Context: an optimization exercise on an open-source flow, tuned for small area. The choices shown serve that exercise and are no tape-out recipe.
Only simulation tests tie the RTL to the original design; equivalence was not proved.
Power figures rest on the tool's default switching activity, not on a simulated workload.

[flow/design.v]
package gecko_reg_scoreboard_pkg;
  localparam int unsigned STATUS_W = 2;
  typedef logic [STATUS_W-1:0] gecko_reg_status_t;
  localparam gecko_reg_status_t GECKO_REG_STATUS_VALID = '0;
  localparam gecko_reg_status_t GECKO_REG_STATUS_FULL  = '1;
  typedef gecko_reg_status_t gecko_reg_file_status_t [32];
endpackage
module gecko_rd_aoi222 (
  input  logic a1, a2, b1, b2, c1, c2,
  output logic y
);
  assign y = ~((a1 & a2) | (b1 & b2) | (c1 & c2));
endmodule
module gecko_rd_nand2 (
  input  logic a, b,
  output logic y
);
  assign y = ~(a & b);
endmodule
module gecko_rd_nand11 (
  input  logic [10:0] y,
  output logic        o
);
  assign o = ~(&y);
endmodule
module gecko_rd_bit (
  input  logic [31:1] sel,
  input  logic [31:1] d,
  output logic        o
);
  logic [10:0] y;
  for (genvar g = 0; g < 10; g++) begin : g_grp
    gecko_rd_aoi222 u_aoi (
      .a1(sel[3*g+1]), .a2(d[3*g+1]),
      .b1(sel[3*g+2]), .b2(d[3*g+2]),
      .c1(sel[3*g+3]), .c2(d[3*g+3]),
      .y (y[g])
    );
  end
  gecko_rd_nand2 u_last (.a(sel[31]), .b(d[31]), .y(y[10]));
  gecko_rd_nand11 u_or (.y(y), .o(o));
endmodule
module gecko_reg_scoreboard #(
  parameter logic [31:0] REG_RESET_VALUE = 32'h0000_0000,
  parameter bit          ERROR_STICKY    = 1'b1
) (
  input  logic                    clk,
  input  logic                    rst,
  input  logic                    issue_valid,
  output logic                    issue_ready,
  input  logic [4:0]              issue_reg_addr,
  input  logic                    wb_valid,
  input  logic [4:0]              wb_reg_addr,
  input  logic [31:0]             wb_value,
  input  logic [4:0]              rs1_addr,
  input  logic [4:0]              rs2_addr,
  output logic [31:0]             rs1_value,
  output logic [31:0]             rs2_value,
  output logic [32*gecko_reg_scoreboard_pkg::STATUS_W-1:0]  reg_status,
  output logic                    underflow_error
);
  localparam int unsigned SW = gecko_reg_scoreboard_pkg::STATUS_W;
  logic [31:1]   cnt0, cnt1;         
  logic [31:1]   cnt0_d, cnt1_d;
  logic [31:1]   inc, dec, up, down;
  logic          uf_any;
  logic [31:0]   regs [1:31];
  logic [31:0]   wdata;
  logic [31:1]   wb_dec, wen, is_dec, rs1_dec, rs2_dec;
  logic          issue_fire;
  logic          wb_same;
  for (genvar i = 1; i < 32; i++) begin : g_dec
    assign wb_dec[i]  = wb_valid && (wb_reg_addr == 5'(i));
    assign wen[i]     = wb_dec[i] || !rst;
    assign is_dec[i]  = (issue_reg_addr == 5'(i));
    assign rs1_dec[i] = (rs1_addr == 5'(i));
    assign rs2_dec[i] = (rs2_addr == 5'(i));
  end
  assign wb_same     = wb_valid && (wb_reg_addr == issue_reg_addr);
  assign issue_ready = ((is_dec & cnt1 & cnt0) == '0) || wb_same;
  assign issue_fire  = issue_valid && issue_ready;
  assign inc  = {31{issue_fire}} & is_dec;
  assign dec  = wb_dec;
  assign up   = inc & ~dec;
  assign down = dec & ~inc & (cnt1 | cnt0);
  assign cnt0_d = {31{rst}} & (cnt0 ^ (up | down));
  assign cnt1_d = {31{rst}} & (cnt1 ^ ((up & cnt0) | (down & ~cnt0)));
  assign uf_any = ((dec & ~inc & ~cnt1 & ~cnt0) != '0);
  always_ff @(posedge clk) begin
    cnt0 <= cnt0_d;
    cnt1 <= cnt1_d;
  end
  always_ff @(posedge clk) begin
    if (!rst) begin
      underflow_error <= 1'b0;
    end else if (ERROR_STICKY) begin
      underflow_error <= underflow_error || uf_any;
    end else begin
      underflow_error <= uf_any;
    end
  end
  assign wdata = rst ? wb_value : REG_RESET_VALUE;
  for (genvar i = 1; i < 32; i++) begin : g_reg
    always_ff @(posedge clk) begin
      if (wen[i]) regs[i] <= wdata;
    end
  end
  logic [31:1] col [32];
  for (genvar b = 0; b < 32; b++) begin : g_col
    for (genvar i = 1; i < 32; i++) begin : g_row
      assign col[b][i] = regs[i][b];
    end
    gecko_rd_bit u_rd1 (.sel(rs1_dec), .d(col[b]), .o(rs1_value[b]));
    gecko_rd_bit u_rd2 (.sel(rs2_dec), .d(col[b]), .o(rs2_value[b]));
  end
  always_comb begin
    reg_status = '0;
    for (int unsigned i = 1; i < 32; i++) begin
      reg_status[i*SW +: SW] = {cnt1[i], cnt0[i]};
    end
  end
endmodule
[flow/flow/run.sh]
#!/bin/bash

# The whole ORFS output goes to standard_flow.log; ORFS's own per-step logs
# stay under orfs/logs.
set -o pipefail
export BUFFER_PORTS_ARGS="-buffer_cell sky130_fd_sc_hd__buf_1"
export CTS_ARGS="-sink_clustering_enable -repair_clock_nets -dont_use_dummy_load -buf_list sky130_fd_sc_hd__clkbuf_8 -sink_clustering_size 16 -sink_clustering_max_diameter 80"
bash standard.sh > standard_flow.log 2>&1
[flow/standard.sh]
#!/bin/bash
# synth_recipe.tcl (not shown) runs the flow's synth.tcl, then flattens the netlist and writes it again
# the make line also repeats each setting of config.mk as NAME=value (left out here)
make -C /OpenROAD-flow-scripts/flow DESIGN_CONFIG=/design/flow/config.mk WORK_HOME=/design/flow/orfs CLKGATE_MAP_FILE= SYNTH_SCRIPT=/design/flow/synth_recipe.tcl "${@:-finish}"
[flow/config.mk]
export PLATFORM = sky130hd
export DESIGN_NAME = gecko_reg_scoreboard
export DESIGN_NICKNAME = gecko_reg_scoreboard
export VERILOG_FILES = /design/flow/design.v
export SDC_FILE = /design/flow/constraint.sdc
export NUM_CORES = 4
export LEC_CHECK = 0
export CAP_MARGIN = 0
export CORE_MARGIN = 2
export CORE_UTILIZATION = 55
export SLEW_MARGIN = 0
export SYNTH_HIERARCHICAL = 1
[flow/constraint.sdc]
create_clock -name core_clock -period 5.5 [get_ports {clk}]
set_input_delay 1.1000 -clock core_clock [delete_from_list [all_inputs] [get_ports {clk}]]
set_output_delay 1.1000 -clock core_clock [all_outputs]
set_load 0.01 [all_outputs]
==> summary.txt, run 1 <==
outcome = timing/DRC/antenna clean
R2R Setup Slk = 2150 ps
setup TNS = 0 ps
WL final = 164000 um
Clock Latency Late Sink = 720 ps
most area-consuming cells after synthesis = edfxtp_1, a222oi_1, dfxtp_1, nand4_1, nand2_1
Worst R2R End = underflow_error
setup violators final = 0
CTS Root Cell = clkbuf_8
Yosys top cell by area = edfxtp_1
Seq/Total Area, Yosys = 0.719
DRT Pass-1 Iters = 13
core box area = 77600 sq um
chip width = 284 um
Vias/cell = 8.19
layout cells sized above 1 = 0.0992
Die Height = 284 um
gr usage total = 0.393
Ports = 186
Final HPWL DP = 100000 um
Top Layer Used = met5
Max Slew Vio Count = 0
reg-to-reg critical path startpoint = cnt1[16]
commonest register cell after synthesis = edfxtp_1
Hold WS = 530 ps
remaining global-route overflow = 0
fin crit period = 5090 ps
Synth Cell Area = 43200 sq um
Relative slew margins = 0.0526
Post-synth EDFFs = 992
Async SR Flop Fraction = 0
syn avg cell area = 15.8 sq um
H-tree depth = 3
Startpoint Class = input port
Hold-fix buffers, CTS = 0
Worst Tran Pin Value = 1420 ps
pre-CTS WS = 498 ps
clock buffer depth = 3
cell count after synthesis = 2734
clk sinks = 1055
Critical Path Sink = rs2_value[27]
via count = 33700
Final Hold Fails = 0
max-cap viol count = 0
DIE AREA = 80800 sq um
post-synth top area share = 0.690
WL met2 = 73600 um
final setup margin = 410 ps
PortBufs = 183
Worst Path Class, Setup = in -> out
Routed met1 length = 56100 um
LEAKAGE = 15.1 nW
CTS tree = done
row cnt = 102
initial antenna violation count = 7
met3 WL = 24100 um
power density cells = 314 nW/um^2
first-pass GRT wire length = 228000 um
WP data arrival = 3990 ps
Fmax achieved = 196 MHz
Ys Warns = 11
drt drc = 0
RSZ-0062 raised after global routing = no
vias in the first global route = 31900
Reg clk slew, reported paths = 100 ps
largest net degree at the start of global routing = 51
Starting Density = 0.557
cts bufs inserted = 77
CP startpoint = rs2_addr[3]
Starting DRT DRC Count = 7933
Worst Path Required = 4400 ps
Worst VDD drop = 0.000233 V
nets@finish = 3123
FF+latch count, synth = 1055
Worst setup EP type = output pin
post-synth cell types = 69
fin crit share = 0.925
post-CTS sizing = 0
Worst Path Max Fanout = 17
ANT nets after route = 0
Post-CTS Setup Bufs = 0
reg2reg path depth = 10
WL per Instance = 39.8 um
Worst Skew = 49.5 ps
routability cong. = 0.944
area grow syn2layout = 9.67%
worst min path class = reg -> reg
[cells by family after synthesis]
kind of cell | after synthesis | synth area share
flops | 1055 | 0.719
compound gates | 845 | 0.179
simple gates | 757 | 0.0919
buf+inv | 61 | 0.00672
xor+xnor | 15 | 0.00304
other cells | 1 | 0.0000868
[Yosys cell counts (all sizes together), types with 5 or more instances]
library cell    n
clkbuf         35
o211ai         11
buf            19
and2           70
a222oi        640
a21oi          65
nand4         132
or3            70
a211oi         20
nor4            5
a31oi           6
nor2          114
o21ai          52
nand2         168
xor2           10
nor3           45
xnor2           5
dfxtp          63
nand4b          7
nand3          84
inv             7
o211a           5
a2111oi        10
nand3b          9
edfxtp        992
and3           21
nand2b         13
[area by class of cell]
cell class                      instances  area [sq um]
Clock buffer                           77          1060
Multi-Input combinational cell       1619         12300
Tap cell                             1040          1300
Antenna cell                            5          12.5
Fill cell                            5986         30200
Timing Repair Buffer                  307          1620
Sequential cell                      1055         31000
Inverter                                7          26.3
[Yosys stat by module, one instance, submodules excluded, a selection]
module | times used | flip-flops and latches | cells | area, sq um
gecko_rd_aoi222 | 640 | 0 | 1 | 10.0
gecko_rd_nand2 | 64 | 0 | 1 | 3.75
gecko_reg_scoreboard | 1 | 1055 | 1774 | 35000
gecko_rd_nand11 | 64 | 0 | 4 | 23.8
[power by group]
group          leakage [nW]  switching (mW)  internal (mW)  total [mW]
Clock                 0.554            2.42           1.26        3.68
Combinational          4.43            1.04          0.328        1.37
Sequential             10.1           0.328           9.51        9.83
[worst min-delay path by stage]
stage,endpoint,slack (ps),depth (start not counted),startpoint
after floorplan,cnt1[14],520,2,cnt1[14]
after global placement,cnt1[14],500,2,cnt1[14]
after detailed placement,cnt1[14],510,2,cnt1[14]
after CTS,cnt1[14],530,2,cnt1[14]
after global routing,cnt1[14],560,2,cnt1[14]
final,cnt1[14],530,2,cnt1[14]
[critical path: stages]
cell,delay [ps]
buf_1,210
nand2b_1,620
nor3_2,310
buf_4,330
a222oi_1,430
nand4_1,330
or3_1,490
buf_1,150
[registers in the layout (all words and copies together) (netlist names)]
signal and cells:
cnt1 31, cnt0 31, underflow_error 1, regs 992
[metrics by stage]
step / cells / utilization / instance area (sq um) / total power, mW
floorplan: 2735 / - / 43200 / 10.5
global placement: 4028 / 0.597 / 46300 / 11.3
detailed placement: 4028 / 0.597 / 46300 / 11.3
CTS: 4105 / 0.610 / 47400 / 14.8
global route: 4107 / 0.610 / 47400 / 15.3
finish: 4110 / 0.610 / 47400 / 14.9
[cells in the final DEF, fill, tap and decap left out, types with 7 or more instances in the layout]
master and n:
nor3_2 20, clkbuf_8 77, nand3b_1 8, buf_4 124, nor2_2 10, nand3_1 83
o211ai_1 10, a21oi_1 65, nor3_1 25, edfxtp_1 992, inv_1 7, and2_1 70
nand2b_1 12, nand2_1 138, nand2_2 30, o21ai_0 50, and3_1 21, a222oi_1 640
nand4b_1 7, nand4_1 132, xor2_1 10, buf_1 182, or3_1 70, dfxtp_1 63
nor2_4 32, nor2_1 72, a211oi_1 20
[per-layer routing]
metal	vias up	GRT usage
li1	13300	-
met5	-	0
met2	3221	0.605
met1	16600	0.522
met4	8	0.210
met3	520	0.0911
==> inputs of run 2 (changes only) <==
--- a/flow/config.mk
+++ b/flow/config.mk
@@ -7,6 +7,7 @@
 export LEC_CHECK = 0
-export CAP_MARGIN = 0
+export CAP_MARGIN = 5
 export CORE_MARGIN = 2
 export CORE_UTILIZATION = 55
-export SLEW_MARGIN = 0
+export GPL_TIMING_DRIVEN = 0
+export SLEW_MARGIN = 5
 export SYNTH_HIERARCHICAL = 1
==> run 2 against run 1 <==
  * Still clean on timing, DRC and antenna
  * Sequential power is essentially flat
  * Synthesized area stayed put
  * Cell area is 3.2% higher
  * Via count up 0.73%
  * Largest power group unchanged
==> summary.txt, run 2 <==
largest family of logic cells by synthesized area = compound AO/OA/AOI/OAI gates
Inst Count DP = 4099
most common cell after layout, fill and taps aside = edfxtp_1
Post-synth top cells = edfxtp_1, a222oi_1, nand2_1
mux contribution to synthesized area = 0
syn avg cell area = 15.8 sq um
WL per Instance = 39.8 um
fin crit share = 0.981
cell count after synthesis = 2734
cts bufs inserted = 77
Starting DRT DRC Count = 7860
CP max stage cell = clkbuf_1
outcome = timing/DRC/antenna clean
post-CTS sizing = 0
Seq/Total Area, Yosys = 0.719
Worst Path Max Fanout = 10
Final HPWL DP = 111000 um
DRT Pass-1 Iters = 13
nets@finish = 3194
most area-consuming cells after synthesis = edfxtp_1, a222oi_1, dfxtp_1, nand4_1, nand2_1
Simple-Gate Fraction of Synth Area = 0.0919
Worst Skew = 36.4 ps
most frequent cells in the layout = edfxtp_1, a222oi_1, buf_1
post-synth cell types = 69
Power Total = 15.0 mW
commonest register cell after synthesis = edfxtp_1
LEAKAGE = 15.6 nW
Yosys top cell by area = edfxtp_1
setup violators final = 0
start point of the worst hold path = cnt1[29]
Async SR Flop Fraction = 0
Reg area = 31000 sq um
Starting Density = 0.557
Clock Latency Late Sink = 700 ps
core box area = 77600 sq um
CP cell instances = buf_1 > nand2b_1 > clkbuf_1 > nor3_2 > buf_4 > buf_4 > a222oi_1 > nand4_1 > or3_1 > buf_1
WL final = 166000 um
chip width = 284 um
layout cells sized above 1 = 0.110
Hold-fix buffers, CTS = 0
first-pass GRT wire length = 232000 um
Startpoint Class = input port
drt drc = 0
non-filler cells, final = 4181
CP startpoint = rs2_addr[3]
reg-to-reg critical path startpoint = cnt1[16]
Worst Path Required = 4400 ps
Post-synth EDFFs = 992
clock buffer depth = 3
Worst Tran Pin Value = 1270 ps
Synth Area in Adders = 0
area of the multi-input gates = 12300 sq um
final setup margin = 106 ps
power density cells = 307 nW/um^2
row cnt = 102
Relative slew margins = 0.129
Worst setup EP type = output pin
worst min path class = reg -> reg
Die Height = 284 um
Ys Warns = 11
post-synthesis compound-gate area fraction = 0.179
via count = 33900
H-tree depth = 3
FF+latch count, synth = 1055
clk sinks = 1055
Vias/cell = 8.11
pre-CTS WS = 119 ps
post-synth top area share = 0.690
most common cell in the synthesized netlist = edfxtp_1
Synth Cell Area = 43200 sq um
remaining global-route overflow = 0
register with the most flip-flops = regs
Reg clk slew, reported paths = 100 ps
initial antenna violation count = 6
Post-CTS Setup Bufs = 0
crit-path max cell delay = 650 ps
RSZ-0062 raised after global routing = no
Ports = 186
Final Hold Fails = 0
max-cap viol count = 0
vias in the first global route = 32900
PortBufs = 176
Worst VDD drop = 0.000227 V
ANT nets after route = 0
Worst Path Class, Setup = in -> out
gr usage total = 0.400
Largest register FFs = 992
fill count = 5867
largest registers = regs x992, cnt0 x31, cnt1 x31
routability cong. = 0.944
Max Slew Vio Count = 0
CTS tree = done
area grow syn2layout = 13.2%
fin crit period = 5390 ps
Fmax achieved = 185 MHz
WP data arrival = 4290 ps
largest net degree at the start of global routing = 32
DIE AREA = 80800 sq um
CTS Root Cell = clkbuf_8
Synth Area in XOR/XNOR = 0.00304
## run 2: final timing paths
kind	slack (ps)	cells after the start	endpoint
min reg2reg	560	2	cnt1[29]
max reg2reg	1740	10	underflow_error
min	560	2	cnt1[29]
max	110	10	rs2_value[6]
## run 2: power breakdown
| part | internal, mW | total (mW) | switching, mW |
|---|---|---|---|
| sequential | 9.50 | 9.83 | 0.326 |
| combinational | 0.387 | 1.46 | 1.07 |
| clock | 1.26 | 3.72 | 2.46 |
## run 2: area by class of cell
type | instances | share of cell area
clock buffers | 77 | 0.0217
inverters | 7 | 0.000537
flip-flops and latches | 1055 | 0.635
diodes | 5 | 0.000256
well taps | 1040 | 0.0266
repair buffers | 324 | 0.0579
plain buffers | 54 | 0.00540
multi-input cells | 1619 | 0.252
## run 2: per-stage QoR
step / hold slack (ps) / instance area (sq um) / setup TNS [ps] / utilization
floorplan: 520 / 43200 / 0 / -
global placement: 505 / 45200 / -220770 / 0.582
detailed placement: 520 / 47800 / 0 / 0.616
CTS: 541 / 48900 / 0 / 0.630
global route: 573 / 48900 / 0 / 0.630
finish: 557 / 48900 / 0 / 0.630
## run 2: cell families (layout without fill, tap and decap cells)
group                  after synthesis  in the layout
AND/OR/NAND/NOR                    757            757
XOR/XNOR                            15             15
other                                1              7
flip-flops                        1055           1055
AO/OA/AOI/OAI                      845            845
buffers and inverters               61            462
## run 2: critical path, delay by kind of cell
family / cells / cell delay [ps]
AND/OR/NAND/NOR: 4 / 1380
buffers and inverters: 5 / 1430
AO/OA/AOI/OAI: 1 / 350
## run 2: metal layers
metal / track usage / vias up / wire [um] / part of all wire
met3: 0.0951 / 607 / 24300 / 0.15
li1: - / 13400 / - / -
met2: 0.622 / 3131 / 75500 / 0.45
met5: 0 / - / 21 / 0.00013
met1: 0.516 / 16700 / 55400 / 0.33
met4: 0.235 / 4 / 11300 / 0.068
## run 2: Yosys stat by module, one instance, submodules excluded, a selection
module / area, sq um / flops+latches / cells inside / times used
gecko_rd_nand2: 3.75 / 0 / 1 / 64
gecko_reg_scoreboard: 35000 / 1055 / 1774 / 1
gecko_rd_nand11: 23.8 / 0 / 4 / 64
gecko_rd_aoi222: 10.0 / 0 / 1 / 640
==> inputs of run 3 (changes only) <==
--- a/flow/design.v
+++ b/flow/design.v
@@ -7,2 +7,14 @@
 endpackage
+module gecko_reg_status_counter (
+  input  logic rst,
+  input  logic up,
+  input  logic dn,
+  input  logic q1,
+  input  logic q0,
+  output logic d1,
+  output logic d0
+);
+  assign d1 = rst & ((q1 & q0) | (q1 & ~dn) | (q0 & up));
+  assign d0 = rst & ((q0 & ~up & ~dn) | (~q0 & up) | (~q0 & q1 & dn));
+endmodule
 module gecko_rd_aoi222 (
@@ -64,3 +76,3 @@
   logic [31:1]   cnt0_d, cnt1_d;
-  logic [31:1]   inc, dec, up, down;
+  logic [31:1]   up, down;
   logic          uf_any;
@@ -81,9 +93,19 @@
   assign issue_fire  = issue_valid && issue_ready;
-  assign inc  = {31{issue_fire}} & is_dec;
-  assign dec  = wb_dec;
-  assign up   = inc & ~dec;
-  assign down = dec & ~inc & (cnt1 | cnt0);
-  assign cnt0_d = {31{rst}} & (cnt0 ^ (up | down));
-  assign cnt1_d = {31{rst}} & (cnt1 ^ ((up & cnt0) | (down & ~cnt0)));
-  assign uf_any = ((dec & ~inc & ~cnt1 & ~cnt0) != '0);
+  logic fire_up, wb_dn;
+  assign fire_up = issue_fire && !wb_same;
+  assign wb_dn   = wb_valid && !(issue_fire && (wb_reg_addr == issue_reg_addr));
+  for (genvar i = 1; i < 32; i++) begin : g_cnt
+    assign up[i]   = fire_up && is_dec[i];
+    assign down[i] = wb_dn && (wb_reg_addr == 5'(i));
+    gecko_reg_status_counter u_cnt (
+      .rst (rst),
+      .up  (up[i]),
+      .dn  (down[i]),
+      .q1  (cnt1[i]),
+      .q0  (cnt0[i]),
+      .d1  (cnt1_d[i]),
+      .d0  (cnt0_d[i])
+    );
+  end
+  assign uf_any = ((down & ~cnt1 & ~cnt0) != '0);
   always_ff @(posedge clk) begin
--- a/flow/config.mk
+++ b/flow/config.mk
@@ -7,7 +7,6 @@
 export LEC_CHECK = 0
-export CAP_MARGIN = 5
+export CAP_MARGIN = 0
 export CORE_MARGIN = 2
 export CORE_UTILIZATION = 55
-export GPL_TIMING_DRIVEN = 0
-export SLEW_MARGIN = 5
+export SLEW_MARGIN = 0
 export SYNTH_HIERARCHICAL = 1
==> run 3 against run 2 <==
  * Die area down 0.48%
  * Sequential power about the same
  * Register-to-register slack better by 1400 ps
  * Still clean on timing, DRC and antenna
  * Total power down 0.72%
  * Largest cell class unchanged
==> summary.txt, run 3 <==
ANT nets after route = 0
PortBufs = 183
Reg area = 31000 sq um
Relative slew margins = 0.0829
setup TNS = 0 ps
commonest register cell after synthesis = edfxtp_1
DIE AREA = 80400 sq um
Hold-fix buffers, CTS = 0
CP cell instances = buf_1 > buf_4 > nand2_1 > nor3_2 > buf_4 > a222oi_1 > nand4_1 > or3_1 > buf_1
Die Height = 284 um
Worst Path Class, Setup = in -> out
Startpoint Class = input port
clock buffer depth = 3
post-CTS sizing = 0
Post-synth top cells = edfxtp_1, a222oi_1, nand4_1
Post-synth EDFFs = 992
Synth Cell Area = 43000 sq um
cell count after synthesis = 2666
cts bufs inserted = 77
CTS Root Cell = clkbuf_8
area grow syn2layout = 10.5%
WL per Instance = 39.1 um
post-route cell area = 47500 sq um
Ys Warns = 11
remaining global-route overflow = 0
Seq/Total Area, Yosys = 0.723
Worst VDD drop = 0.000271 V
Worst Path Max Fanout = 24
Inst Count DP = 3961
most common cell after layout, fill and taps aside = edfxtp_1
Fmax achieved = 196 MHz
Worst setup EP type = output pin
syn avg cell area = 16.1 sq um
Clock Latency Late Sink = 710 ps
H-tree depth = 3
chip width = 284 um
fin crit share = 0.928
via count = 32800
RSZ-0062 raised after global routing = no
Largest register FFs = 992
area of the multi-input gates = 12400 sq um
largest net degree at the start of global routing = 60
CP bufs+invs = 4
post-synth top area share = 0.693
core box area = 77500 sq um
Worst Skew = 51.4 ps
crit-path max cell delay = 800 ps
Worst Path Required = 4400 ps
WP data arrival = 4000 ps
post-synth cell types = 50
non-filler cells, final = 4041
register with the most flip-flops = regs
CTS tree = done
fill count = 5822
Reg clk slew, reported paths = 50 ps
Vias/cell = 8.12
CP max stage cell = nor3_2
drt drc = 0
setup violators final = 0
Starting DRT DRC Count = 7809
Worst Tran Pin Value = 1380 ps
first-pass GRT wire length = 223000 um
Cell Area, Placed = 46400 sq um
vias in the first global route = 31600
outcome = timing/DRC/antenna clean
worst min path class = reg -> reg
Final HPWL DP = 97900 um
gr usage total = 0.382
Async SR Flop Fraction = 0
most area-consuming cells after synthesis = edfxtp_1, a222oi_1, dfxtp_1, nand4_1, o21ai_0
FF+latch count, synth = 1055
nets@finish = 3056
Post-CTS Setup Bufs = 0
clk sinks = 1055
power density cells = 314 nW/um^2
largest registers = regs x992, cnt0 x31, cnt1 x31
initial antenna violation count = 6
routability cong. = 0.914
Max Slew Vio Count = 0
most common cell in the synthesized netlist = edfxtp_1
WL final = 158000 um
LEAKAGE = 15.1 nW
DRT Pass-1 Iters = 11
Final Hold Fails = 0
row cnt = 102
max-cap viol count = 0
Starting Density = 0.555
cell family with most CP delay = simple AND/OR/NAND/NOR gates
fin crit period = 5100 ps
most frequent cells in the layout = edfxtp_1, a222oi_1, buf_1
layout cells sized above 1 = 0.103
Ports = 186
Yosys top cell by area = edfxtp_1
-- run 3: changes by cell type after synthesis, sizes merged, moves of 11 or more --
| cell | change |
|---|---|
| a21oi | -55 |
| a211oi | -18 |
| a211o | +28 |
| o21ai | +41 |
| o211ai | -11 |
| nor2 | -40 |
| and2 | -38 |
| and3 | +26 |
| nand2b | +35 |
| nor3 | +17 |
| a21boi | +31 |
| nand2 | -64 |
-- run 3: report_power, final --
group          switching [mW]  leakage (nW)  total (mW)  internal [mW]
clock                    2.42         0.554        3.68           1.26
combinational            1.04          4.48        1.38          0.344
sequential              0.328          10.1        9.83           9.50
-- run 3: modules after synthesis, one instance, submodules excluded, a selection --
module	cells	flip-flops and latches
gecko_reg_scoreboard	1520	1055
gecko_reg_status_counter	6	0
gecko_rd_nand11	4	0
gecko_rd_aoi222	1	0
gecko_rd_nand2	1	0
-- run 3: cell type report --
type,count,share of cell area
diodes,3,0.000158
clock buffers,77,0.0223
inverters,4,0.000316
multi-input cells,1559,0.260
flip-flops and latches,1055,0.654
well taps,1040,0.0274
repair buffers,303,0.0356
-- run 3: metrics by stage --
stage / power (mW) / hold WS (ps) / util / worst slack, ps
detailed placement: 11.3 / 533 / 0.599 / 554
finish: 14.9 / 545 / 0.613 / 397
global placement: 11.3 / 525 / 0.599 / 602
floorplan: 10.6 / 541 / - / 665
CTS: 14.9 / 547 / 0.613 / 530
global route: 15.3 / 580 / 0.613 / 360
-- run 3: cell families (layout without fill, tap and decap cells) --
family / after synthesis / count (layout) / synth area share
AO/OA/AOI/OAI: 829 / 829 / 0.178
XOR/XNOR: 5 / 5 / 0.00102
buffers and inverters: 53 / 384 / 0.00515
flip-flops: 1055 / 1055 / 0.723
other: 1 / 5 / 0.0000873
AND/OR/NAND/NOR: 723 / 723 / 0.0934
-- run 3: worst min-delay path, stage by stage, from the launching register on --
cell and delay [ps]:
dfxtp_1 350, nand2b_1 80, a21boi_0 70
-- run 3: final timing paths --
| check | startpoint | endpoint | slack (ps) | depth (start not counted) |
|---|---|---|---|---|
| max reg2reg | cnt0[9] | cnt0[11] | 3120 | 8 |
| min | cnt1[12] | cnt1[12] | 540 | 2 |
| max | rs1_addr[0] | rs1_value[12] | 400 | 9 |
| min reg2reg | cnt1[12] | cnt1[12] | 540 | 2 |
-- run 3: routing by layer --
layer / track usage / part of all wire / wire, um
met2: 0.591 / 0.45 / 71400
met3: 0.0934 / 0.15 / 23000
met5: 0 / 0.00044 / 69
met4: 0.188 / 0.057 / 9060
met1: 0.510 / 0.34 / 54300
==> inputs of run 4 (changes only) <==
--- a/flow/config.mk
+++ b/flow/config.mk
@@ -7,6 +7,6 @@
 export LEC_CHECK = 0
-export CAP_MARGIN = 0
+export CAP_MARGIN = 10
 export CORE_MARGIN = 2
 export CORE_UTILIZATION = 55
-export SLEW_MARGIN = 0
+export SLEW_MARGIN = 10
 export SYNTH_HIERARCHICAL = 1
==> run 4 against run 3 <==
  * Core utilization barely moved
  * Cell area barely moved
  * Sequential share of layout area barely moved
  * Setup slack got worse by 8.2 ps
  * Total power barely moved
  * Synthesized area did not move
  * Flip-flop and latch count did not move
  * Critical path depth did not move
  * Cell count did not move
  * Die area did not move
  * Critical endpoint unchanged
==> summary.txt, run 4 <==
start point of the worst hold path = cnt1[12]
Max Slew Vio Count = 0
register with the most flip-flops = regs
chip width = 284 um
DIE AREA = 80400 sq um
gr usage total = 0.382
Ys Warns = 11
cell family with most CP delay = simple AND/OR/NAND/NOR gates
remaining global-route overflow = 0
Async SR Flop Fraction = 0
Hold-fix buffers, CTS = 0
Reg clk slew, reported paths = 50 ps
Largest register FFs = 992
most common cell in the synthesized netlist = edfxtp_1
setup violators final = 0
post-synth cell types = 50
Hold WS = 545 ps
commonest register cell after synthesis = edfxtp_1
post-synth top area share = 0.693
Seq/Total Area, Yosys = 0.723
nets@finish = 3056
FF+latch count, synth = 1055
cell count after synthesis = 2666
WP data arrival = 4010 ps
DRT Pass-1 Iters = 13
routability cong. = 0.914
clock network power share = 0.247
most area-consuming cells after synthesis = edfxtp_1, a222oi_1, dfxtp_1, nand4_1, o21ai_0
CTS Root Cell = clkbuf_8
reg2reg path depth = 8
R2R Setup Slk = 3150 ps
Vias/cell = 8.15
Worst Path Class, Setup = in -> out
worst hold path stage count = 2
Die Height = 284 um
Inst Count DP = 3961
ANT nets after route = 0
LEAKAGE = 15.1 nW
H-tree depth = 3
logic gate share of total power = 0.093
outcome = timing/DRC/antenna clean
WL final = 158000 um
largest registers = regs x992, cnt0 x31, cnt1 x31
initial antenna violation count = 6
Post-Route Utilization = 0.613
drt drc = 0
WL per Instance = 39.1 um
RSZ-0062 raised after global routing = no
Worst Tran Pin Value = 1360 ps
cts bufs inserted = 77
Worst VDD drop = 0.000270 V
clock buffer depth = 3
Synth Cell Area = 43000 sq um
CTS tree = done
worst min path class = reg -> reg
Relative slew margins = 0.0916
Worst R2R End = cnt0[11]
sw frac = 0.254
NetSw = 3.78 mW
via count = 32900
fin crit period = 5110 ps
post-CTS sizing = 0
largest net degree at the start of global routing = 60
area grow syn2layout = 10.5%
reg-to-reg critical path startpoint = cnt0[9]
crit-path max cell delay = 820 ps
CP max stage cell = nor3_2
power density cells = 314 nW/um^2
Ports = 186
Worst Path Max Fanout = 24
core box area = 77500 sq um
Final Hold Fails = 0
Worst Hold End = cnt1[12]
Post-CTS Setup Bufs = 0
first-pass GRT wire length = 223000 um
Worst Skew = 52.1 ps
Clock Latency Late Sink = 710 ps
fin crit share = 0.929
setup TNS = 0 ps
Startpoint Class = input port
row cnt = 102
Post-synth top cells = edfxtp_1, a222oi_1, nand4_1
Post-synth EDFFs = 992
non-filler cells, final = 4041
CP bufs+invs = 4
vias in the first global route = 31600
Final HPWL DP = 97900 um
CP cell instances = buf_1 > buf_4 > nand2_1 > nor3_2 > buf_4 > a222oi_1 > nand4_1 > or3_1 > buf_1
most frequent cells in the layout = edfxtp_1, a222oi_1, buf_1
Starting Density = 0.555
syn avg cell area = 16.1 sq um
most common cell after layout, fill and taps aside = edfxtp_1
layout cells sized above 1 = 0.104
internal power = 11.1 mW
PortBufs = 183
Yosys top cell by area = edfxtp_1
clk sinks = 1055
max-cap viol count = 0
Worst Path Required = 4400 ps
sequential share of power = 0.660
Worst setup EP type = output pin
Fmax achieved = 196 MHz
Starting DRT DRC Count = 7832
run 4: cell counts after synthesis:
Identical to the previous run, type by type.
run 4: per-layer routing:
layer / GRT usage / share of wire / up-vias
met4: 0.188 / 0.057 / 8
met1: 0.510 / 0.35 / 16300
met3: 0.0934 / 0.14 / 490
met5: 0 / 0.00044 / -
met2: 0.591 / 0.45 / 3069
li1: - / - / 13100
run 4: metrics by stage:
| step | worst slack [ps] | power [mW] | area, sq um |
|---|---|---|---|
| after floorplan | 665 | 10.6 | 43000 |
| after global placement | 602 | 11.3 | 46400 |
| after detailed placement | 554 | 11.3 | 46400 |
| after CTS | 530 | 14.9 | 47500 |
| after global routing | 360 | 15.3 | 47500 |
| final | 389 | 14.9 | 47500 |
run 4: per-module statistics from Yosys, one instance, submodules excluded, excerpt:
module | area, sq um | copies in the design | cells inside | flops+latches
gecko_rd_nand11 | 23.8 | 64 | 4 | 0
gecko_reg_scoreboard | 33600 | 1 | 1520 | 1055
gecko_rd_aoi222 | 10.0 | 640 | 1 | 0
gecko_rd_nand2 | 3.75 | 64 | 1 | 0
gecko_reg_status_counter | 38.8 | 31 | 6 | 0
run 4: cell type report:
cell class | instances | area [sq um]
sequential | 1055 | 31000
multi-input combinational | 1559 | 12400
tap | 1040 | 1300
antenna | 3 | 7.51
clock buffer | 77 | 1060
timing repair buffer | 303 | 1690
fill | 5821 | 30000
inverter | 4 | 15.0
run 4: how the worst max path moves through the flow:
stage / start / endpoint / slack [ps] / cells past startpoint
6_report: rs1_addr[0] / rs1_value[12] / 390 / 9
5_1_grt: rs1_addr[0] / rs1_value[12] / 360 / 9
4_1_cts: rs1_addr[0] / rs1_value[12] / 530 / 9
3_3_place_gp: rs1_addr[0] / rs1_value[12] / 600 / 9
2_1_floorplan: rs1_addr[4] / rs1_value[0] / 660 / 6
3_5_place_dp: rs1_addr[0] / rs1_value[12] / 550 / 9
run 4: power by group through the flow:
stage | registers (mW) | clock network (mW) | logic [mW]
6_report | 9.83 | 3.68 | 1.38
5_1_grt | 9.90 | 3.98 | 1.41
4_1_cts | 9.82 | 3.70 | 1.34
3_5_place_dp | 10.0 | 0 | 1.34
3_3_place_gp | 9.95 | 0 | 1.33
2_1_floorplan | 9.92 | 0 | 0.637
run 4: worst min-delay path, cell delays in order, from the launching register on:
cell and delay, ps:
dfxtp_1 350, nand2b_1 80, a21boi_0 70
run 4: cells by family (layout without fill, tap and decap cells):
group,after synthesis,in the layout,share of synthesized area
buffers and inverters,53,384,0.00515
AO/OA/AOI/OAI,829,829,0.178
flip-flops,1055,1055,0.723
AND/OR/NAND/NOR,723,723,0.0934
XOR/XNOR,5,5,0.00102
other,1,5,0.0000873

[port drivers added, routing unchanged]
The flow's constraints put no driver on any port. The routed layouts listed below were extracted and timed again, unchanged, in two steps.
Step 1 sets driving cells, clkbuf_16 on the clock port and buf_2 on the other inputs (assumed; they add their load-dependent delay and slew).
Step 2 moves the port delays by t, midway between the first and last clock arrival at a register: inputs arrive t later, outputs are due t later. That takes back most of the time a late clock gives input paths.
Slacks: no drivers / after step 1 / after step 2; pairs: no drivers / after step 1.
run | t (ns) | setup WS [ns] | latest minus earliest clock arrival (ns)
run 1 | 0.766 | 0.410 / 0.374 / 0.374 | 0.100 / 0.100
run 2 | 0.774 | 0.106 / 0.080 / 0.080 | 0.084 / 0.085
run 3 | 0.746 | 0.397 / 0.368 / 0.368 | 0.110 / 0.111
run 4 | 0.748 | 0.389 / 0.359 / 0.359 | 0.113 / 0.112
After both steps setup and hold are still met in every run listed. The setup slack of run 1, which loses most, moves by -0.036 ns with the drivers and by -0.036 ns with both steps.
